From an optimization exercise on the open Yosys and OpenROAD flow, aimed at small area; shortcuts taken in it are not production practice.
In this exercise RTL edits were held to simulation tests only and were not proved equivalent to the original.
No activity file was given, so power comes from the tool's default toggle rates. The clock port is modelled as an ideal driver; clocking choices that lean on that would not hold on a real chip.

// data_mem_lanes
module data_mem_lanes #(
    parameter int DEPTH = 128,
    localparam int IDX_W = $clog2(DEPTH)
) (
    input  logic        i_clk,
    input  logic        i_rst,
    input  logic        we,
    input  logic [1:0]  size,
    input  logic        load_unsigned,
    input  logic [31:0] addr,
    input  logic [31:0] wdata,
    output logic [31:0] rdata,
    output logic        ready,
    output logic        misaligned,
    output logic        out_of_range
);
    localparam logic [1:0] SZ_BYTE = 2'b00;
    localparam logic [1:0] SZ_HALF = 2'b01;
    localparam logic [1:0] SZ_WORD = 2'b10;
    logic                   r_ready;
    logic [IDX_W-1:0]       r_cnt;
    logic [31:0]            w_q [DEPTH+2];
    logic [IDX_W-1:0]   w_idx;
    logic [1:0]         w_lane;
    logic               w_misaligned;
    logic               w_oor;
    logic               w_valid;
    logic               w_wen;
    logic               w_clr;
    logic [DEPTH-1:0]   w_sel;
    logic [3:0]         w_be;
    logic [31:0]        w_wd;
    logic [31:0]        w_word;
    logic [31:0]        w_merge;
    logic [7:0]         w_byte;
    logic [15:0]        w_half;
    logic [31:0]        w_rdata;
    assign w_lane = addr[1:0];
    assign w_oor        = |addr[31:IDX_W+2];
    assign w_misaligned = ((size == SZ_HALF) && addr[0])
                        | ((size == SZ_WORD) && (addr[1:0] != 2'b00))
                        | (size == 2'b11);
    assign w_valid      = !w_misaligned && !w_oor;
    assign w_idx = addr[IDX_W+1:2];
    assign w_clr = !i_rst && !r_ready;
    assign w_wen = !i_rst && r_ready && we && w_valid;
    always_comb begin
        for (int i = 0; i < DEPTH; i++) w_sel[i] = (w_idx == IDX_W'(i));
    end
    localparam int NGRP = (DEPTH + 2) / 3;
    logic [DEPTH+1:0]       w_selx;
    logic [NGRP-1:0][31:0]  w_grp_n;
    assign w_selx = {2'd0, w_sel};
    assign w_q[DEPTH]   = '0;
    assign w_q[DEPTH+1] = '0;
    for (genvar g = 0; g < NGRP; g++) begin : g_rd
        if (3*g + 2 < DEPTH) begin : g_3
            dm_rd3 u_rd (
                .d0(w_q[3*g]), .d1(w_q[3*g+1]), .d2(w_q[3*g+2]),
                .s ({w_selx[3*g+2], w_selx[3*g+1], w_selx[3*g]}),
                .y_n(w_grp_n[g])
            );
        end else begin : g_2
            dm_rd2 u_rd (
  ...
Size: ~7000 cells after synthesis, about 4100 flip-flops, about 110 I/O pins, roughly 150000 sq um of cells after synthesis.
export LEC_CHECK = 0
export CAP_MARGIN = 20
export CORE_MARGIN = 2
export CORE_UTILIZATION = 50
export CTS_BUF_LIST = sky130_fd_sc_hd__clkbuf_16
export CTS_CLUSTER_DIAMETER = 100
export CTS_CLUSTER_SIZE = 30
export SETUP_SLACK_MARGIN = 0.3
export SLEW_MARGIN = 20
export SYNTH_HIERARCHICAL = 1
create_clock -name core_clock -period 10.0 [get_ports {i_clk}]
run.sh (not shown) runs the stock make flow with config.mk's settings and CLKGATE_MAP_FILE= SYNTH_SCRIPT=/design/flow/synth_recipe.tcl, a recipe that flattens the netlist after the stock synthesis.
Next try:
==> flow/flow/run.sh (new file) <==
#!/bin/bash
# The standard layout (standard.sh: the ORFS flow, unchanged synthesis),
# with two knobs changed:
# - port buffers are buf_2 instead of the delay-buffer cell buffer_ports
#   picks by default (smaller and faster on the in-to-out load path);
# - CTS clusters 30 sinks within 100 um per clkbuf_16 leaf and inserts no
#   dummy loads.
# ORFS writes each step's full log under orfs/logs/; make's own output goes
# to standard.log here.
set -euo pipefail
bash standard.sh \
  "BUFFER_PORTS_ARGS=-buffer_cell sky130_fd_sc_hd__buf_2" \
  "CTS_ARGS=-sink_clustering_enable -repair_clock_nets -sink_clustering_size 30 -sink_clustering_max_diameter 100 -buf_list sky130_fd_sc_hd__clkbuf_16 -dont_use_dummy_load" \
  finish > standard.log 2>&1
==> flow/standard.sh (new file) <==
#!/bin/bash
# synth_recipe.tcl (not shown) runs the flow's synth.tcl, then flattens the netlist and writes it again
# the make line also repeats each setting of config.mk as NAME=value (left out here)
make -C /OpenROAD-flow-scripts/flow DESIGN_CONFIG=/design/flow/config.mk WORK_HOME=/design/flow/orfs CLKGATE_MAP_FILE= SYNTH_SCRIPT=/design/flow/synth_recipe.tcl "${@:-finish}"
- CAP_MARGIN: 20 -> 10
- CTS_BUF_LIST: sky130_fd_sc_hd__clkbuf_16 -> not set
- CTS_CLUSTER_DIAMETER: 100 -> not set
- CTS_CLUSTER_SIZE: 30 -> not set
- PLACE_DENSITY: not set -> 0.8
- SLEW_MARGIN: 20 -> 10
removed: flow/run.sh
Outcome:
- The changed run finished clean
- via count increases by 2.7%
- combinational power decreases by about 4%
- total power falls by 1.7%
- global-route usage decreases by 1.2 points
- area after synthesis stays the same
- flip-flop and latch count is unchanged
- routed wire length went down by 4.0%
- utilization is lower by 0.68 points
Next try:
- PLACE_DENSITY: 0.8 -> not set
The new run passed the timing, DRC and antenna checks.
Die area stays the same.
Core utilization grows by 0.17 points.
Cell area grows by about 0.3%.
Power grows by 0.94%.
Next try:
- CAP_MARGIN: 10 -> 20
- SLEW_MARGIN: 10 -> 20
=>
- global-route usage hardly moves
- clock skew is about the same
- final cell count hardly moves
- synthesized area does not change
- first-iteration DRC count came out higher by 1.8%
- sequential share of layout area hardly moves
- die area does not change
- power is about the same
- non-clock buffer count came out higher by 6

static timing again, ports no longer ideal:
No port has a modelled driver above. Below, the same layouts with a new extraction and two added sets of constraints. Step 1 assumes that a clkbuf_16 drives the clock port and a buf_2 every other input. Step 2 times the ports against the registers' clock, not the clock port: input delays grow and output delays shrink by t, the midpoint of the rising clock arrivals with the driver on. Slacks: no drivers / after step 1 / after step 2; pairs: no drivers / after step 1.
| run | shift t [ns] | slack for setup (ns) | hold slack, ns | clock arrival spread, ns | worst register clock-pin slew, ns |
|---|---|---|---|---|---|
| the first run | 0.996 | 0.379 / 0.186 / 0.186 | 0.538 / 0.538 / 0.538 | 0.082 / 0.082 | 0.12 / 0.12 |
| the second run | 0.926 | 0.633 / 0.412 / 0.412 | 0.534 / 0.534 / 0.534 | 0.126 / 0.126 | 0.11 / 0.11 |
| the third run | 0.979 | 0.605 / 0.446 / 0.446 | 0.539 / 0.539 / 0.539 | 0.099 / 0.099 | 0.12 / 0.12 |
| the fourth run | 0.990 | 0.720 / 0.567 / 0.567 | 0.539 / 0.539 / 0.539 | 0.101 / 0.101 | 0.12 / 0.12 |
After both steps setup and hold are still met in every run listed. For the second run, which loses most, drivers alone change the setup slack by -0.221 ns; drivers and shift together by -0.221 ns.
